Background: an optimization exercise with open tools, aiming at small area and a short achievable clock period. Do not read the settings as production practice. In this exercise RTL edits were held to simulation tests only and were not proved equivalent to the original. Power and IR drop assume default switching activity.

## alpha
==> module crc_frame_receiver_core, before the edit <==
module crc_frame_receiver_core (
	input  wire logic               clk,
	input  wire logic               arst_n,
	input  wire logic               magic_wr_en,
	input  wire logic [15:0]        magic_wr_data,
	input  wire logic               in_valid,
	output logic                    in_ready,
	input  wire logic [7:0]         data_byte,
	input  wire logic               last_byte,
	output logic                    out_valid,
	input  wire logic               out_ready,
	output logic [2:0]              status,
	output logic [7:0]              msg_type,
	output logic [31:0]             seq_number,
	output logic [63:0]             timestamp_bits,
	output logic [63:0]             keys_low,
	output logic [15:0]             keys_high,
	output logic signed [15:0]      cursor_dx,
	output logic signed [15:0]      cursor_dy,
	output logic [7:0]              buttons,
	output logic signed [7:0]       scroll,
	output logic [10:0]             payload_length
);
	localparam logic [10:0] CNT_BYTE0 = 11'd2027;
	logic [15:0]  magic_q;
	logic         out_valid_q;
	logic         mid_q;
	logic [10:0]  cnt_q;
	logic         nx_long_q;
	logic         magic_ok_q;
	logic [31:0]  crc_q;
	logic         pre_in_q;
	logic [2:0]   pre_status_q;
	logic [2:0]   status_q;
	logic [7:0]   type_q;
	logic [31:0]  seq_q;
	logic [63:0]  time_q;
	logic [79:0]  keys_q;
	logic [15:0]  dx_q;
	logic [15:0]  dy_q;
	logic [7:0]   buttons_q;
	logic [7:0]   scroll_q;
	logic         in_xfer;
	logic         first;
	logic [32:0]  at;
	logic [10:0]  cnt_inc;
	logic         long_c;
	logic         long_n, lt21_n, lt37_n, eq21_n;
	logic         magic_ok_n;
	logic [7:0]   type_n;
	logic         is_input_n, is_empty_n;
	logic         crc_hi_ok_n;
	logic [31:0]  crc_nxt;
	logic         pre_ok_n;
	logic [2:0]   pre_status_n;
	logic [2:0]   stat_c;
	logic         drop_hdr;
	logic [7:0]   fill;
	logic [32:0]  wr;
	assign first = !mid_q;
	assign at[0] = first;
	for (genvar k = 1; k <= 32; k++) begin : g_at
		assign at[k] = mid_q && (cnt_q == 11'((k + 2027) % 2048));
	end
	assign cnt_inc  = (first ? CNT_BYTE0 : cnt_q) + 11'd1;
	assign long_c   = mid_q && nx_long_q;
	assign crc_nxt = crcfr_pkg::crc32_byte(first ? crcfr_pkg::CRC_INIT : crc_q, data_byte);
	assign long_n      = long_c || (mid_q && cnt_q == 11'd2026);
	assign lt21_n      = first || (cnt_q >= 11'd2027 && cnt_q <= 11'd2045);
	assign lt37_n      = first || cnt_q >= 11'd2027 || cnt_q <= 11'd13;
	assign eq21_n      = mid_q && cnt_q == 11'd2046;
	assign magic_ok_n  = at[0] ? (data_byte == magic_q[7:0])
	                   : at[1] ? (magic_ok_q && data_byte == magic_q[15:8]) : magic_ok_q;
	assign type_n      = at[3] ? data_byte : type_q;
	assign is_input_n  = (type_n == crcfr_pkg::TYPE_INPUT);
	assign is_empty_n  = (type_n == crcfr_pkg::TYPE_EMPTY);
	assign crc_hi_ok_n = mid_q && data_byte == crc_q[7:0]
	                  && crc_q[31:16] == crcfr_pkg::RES_PRE_KEY;
	always_comb begin
		if (long_n) begin
			pre_status_n = crcfr_pkg::STATUS_TOO_LONG;
		end else if (lt21_n || (is_input_n && lt37_n)) begin
			pre_status_n = crcfr_pkg::STATUS_SHORT;
		end else if (!magic_ok_n) begin
			pre_status_n = crcfr_pkg::STATUS_BAD_MAGIC;
		end else if (!crc_hi_ok_n) begin
			pre_status_n = crcfr_pkg::STATUS_BAD_CRC;
		end else begin
			if (is_empty_n && eq21_n) begin
				pre_status_n = crcfr_pkg::STATUS_EMPTY;
			end else begin
				pre_status_n = crcfr_pkg::STATUS_OK;
			end
		end
	end
	assign pre_ok_n = (pre_status_n == crcfr_pkg::STATUS_OK);
	crcfr_frame_state u_xfer (
		.in_valid    (in_valid),
		.out_ready   (out_ready),
		.out_valid_q (out_valid_q),
		.mid         (mid_q),
		.data_byte   (data_byte),
		.last_byte   (last_byte),
		.crc_lo      (crc_q[7:0]),
		.pre_in      (pre_in_q),
		.pre_status  (pre_status_q),
		.at          (at),
		.in_ready    (in_ready),
		.in_xfer     (in_xfer),
		.drop_hdr    (drop_hdr),
		.stat        (stat_c),
		.fill        (fill),
		.wr          (wr)
	);
	always_ff @(posedge clk or negedge arst_n) begin
		if (!arst_n) begin
			magic_q <= '0;
		end else if (magic_wr_en) begin
			magic_q <= magic_wr_data;
		end
	end
	always_ff @(posedge clk or negedge arst_n) begin
		if (!arst_n) begin
			out_valid_q <= 1'b0;
		end else if (in_xfer && last_byte) begin
			out_valid_q <= 1'b1;
		end else if (out_ready) begin
			out_valid_q <= 1'b0;
		end
	end
	always_ff @(posedge clk or negedge arst_n) begin
		if (!arst_n) begin
			mid_q <= 1'b0;
		end else if (in_xfer) begin
			mid_q <= !last_byte;
		end
	end
	always_ff @(posedge clk) begin
		if (in_xfer) begin
			cnt_q       <= drop_hdr ? 11'd0 : cnt_inc;
			nx_long_q    <= long_n;
			crc_q        <= crc_nxt;
			magic_ok_q   <= magic_ok_n;
			pre_in_q     <= pre_ok_n && is_input_n;
			pre_status_q <= pre_status_n;
			if (last_byte) status_q <= stat_c;
		end
	end
	always_ff @(posedge clk) begin
		if (wr[3]) type_q <= fill;
		for (int i = 0; i < 4; i++) begin
			if (wr[5 + i]) seq_q[8*i +: 8] <= fill;
		end
		for (int i = 0; i < 8; i++) begin
			if (wr[9 + i]) time_q[8*i +: 8] <= fill;
		end
		for (int i = 0; i < 10; i++) begin
			if (wr[17 + i]) keys_q[8*i +: 8] <= fill;
		end
		for (int i = 0; i < 2; i++) begin
			if (wr[27 + i]) dx_q[8*i +: 8] <= fill;
			if (wr[29 + i]) dy_q[8*i +: 8] <= fill;
		end
		if (wr[31]) buttons_q <= fill;
		if (wr[32]) scroll_q  <= fill;
	end
	assign out_valid      = out_valid_q;
	assign status         = status_q;
	assign msg_type       = type_q;
	assign seq_number     = seq_q;
	assign timestamp_bits = time_q;
	assign payload_length = cnt_q;
	assign keys_low       = keys_q[63:0];
	assign keys_high      = keys_q[79:64];
	assign cursor_dx      = dx_q;
	assign cursor_dy      = dy_q;
	assign buttons        = buttons_q;
	assign scroll         = scroll_q;
endmodule
clock: 5.0 ns
lec_check: 0
cap_margin: 20
core_margin: 2
core_utilization: 40
setup_slack_margin: 2.75
slew_margin: 20
tns_end_percent: 30
standard.sh (not shown) runs the stock make flow with config.mk's settings and CLKGATE_MAP_FILE= SYNTH_SCRIPT=/design/flow/synth_recipe.tcl, a recipe that flattens the netlist after the stock synthesis.
==> flow/flow/run.sh <==
#!/bin/bash
# Layout: the standard ORFS flow (standard.sh, which also runs the
# standard synthesis), with changes made through ORFS's own variables:
# - DONT_USE_CELLS is the platform's own list plus the cells in
#   flow/dont_use.txt (delay cells, and the non-inverting AND/OR-type gates,
#   so that synthesis and the resizer build the logic from inverting gates);
# - buffer_ports inserts sky130_fd_sc_hd__buf_1 as every port's buffer (the
#   resizer may still upsize them);
# - clock tree synthesis inserts no dummy loads, with clkbuf_8 buffers and
#   sink clusters of at most 16 flip-flops within 60 um.
# Each tool's full output is in standard_flow.log here and in ORFS's logs
# under orfs/logs.
set -euo pipefail
dont_use=$(grep -v '^#' flow/dont_use.txt | tr '\n' ' ')
export BUFFER_PORTS_ARGS="-buffer_cell sky130_fd_sc_hd__buf_1"
export CTS_ARGS="-sink_clustering_enable -repair_clock_nets -buf_list sky130_fd_sc_hd__clkbuf_8 -dont_use_dummy_load -sink_clustering_size 16 -sink_clustering_max_diameter 60"
bash standard.sh "DONT_USE_CELLS=$dont_use" finish > standard_flow.log 2>&1
Other scripts of this flow, unchanged in this note and not shown: flow/flow/dont_use.txt
Changes in beta relative to alpha:
--- a/flow/design.v
+++ b/flow/design.v
@@ -103,9 +103,8 @@
 	logic         magic_ok_q;
 	logic [31:0]  crc_q;
 	logic         pre_in_q;
 	logic [2:0]   pre_status_q;
-	logic [2:0]   status_q;
 	logic [7:0]   type_q;
 	logic [31:0]  seq_q;
 	logic [63:0]  time_q;
 	logic [79:0]  keys_q;
@@ -214,10 +213,9 @@
 			nx_long_q    <= long_n;
 			crc_q        <= crc_nxt;
 			magic_ok_q   <= magic_ok_n;
 			pre_in_q     <= pre_ok_n && is_input_n;
-			pre_status_q <= pre_status_n;
-			if (last_byte) status_q <= stat_c;
+			pre_status_q <= last_byte ? stat_c : pre_status_n;
 		end
 	end
 	always_ff @(posedge clk) begin
 		if (wr[3]) type_q <= fill;
@@ -237,9 +235,9 @@
 		if (wr[31]) buttons_q <= fill;
 		if (wr[32]) scroll_q  <= fill;
 	end
 	assign out_valid      = out_valid_q;
-	assign status         = status_q;
+	assign status         = pre_status_q;
 	assign msg_type       = type_q;
 	assign seq_number     = seq_q;
 	assign timestamp_bits = time_q;
 	assign payload_length = cnt_q;
### Flow results
beta vs alpha: internal power down
Design area across beta and alpha: no real change.
Relative to alpha, worst setup margin has increased by 0.024 ns in beta.
Slowest library cell on the worst path: sky130_fd_sc_hd__nand2b_4 -> beta, sky130_fd_sc_hd__edfxtp_1 -> alpha
On final worst hold slack, beta does worse than alpha.
Where total power is concerned, alpha is outperformed by beta.
On global-route wire length before repair, the higher figure sits with alpha, not beta.

-- what the ideal ports hide --
In the flow no input, the clock included, has a driving cell. The finished layouts below were timed again as built, in two steps.
Step 1, drivers: a clkbuf_16 drives clk and a buf_2 each remaining input, both assumed.
Step 2 also shifts input and output timing later by t, the mid clock arrival at the registers, as if the neighbouring blocks saw the same clock.
a / b / c = no drivers / after step 1 / after step 2; a / b = the first two.
run | t, ns | setup slack, ns | worst hold slack (ns)
alpha | 0.594 | 2.632 / 2.588 / 2.157 | 0.398 / 0.376 / 0.523
beta | 0.594 | 2.656 / 2.635 / 2.114 | 0.341 / 0.322 / 0.518
After both steps setup and hold are still met in every run listed. For beta, which loses most, drivers alone change the setup slack by -0.021 ns; drivers and shift together by -0.542 ns.
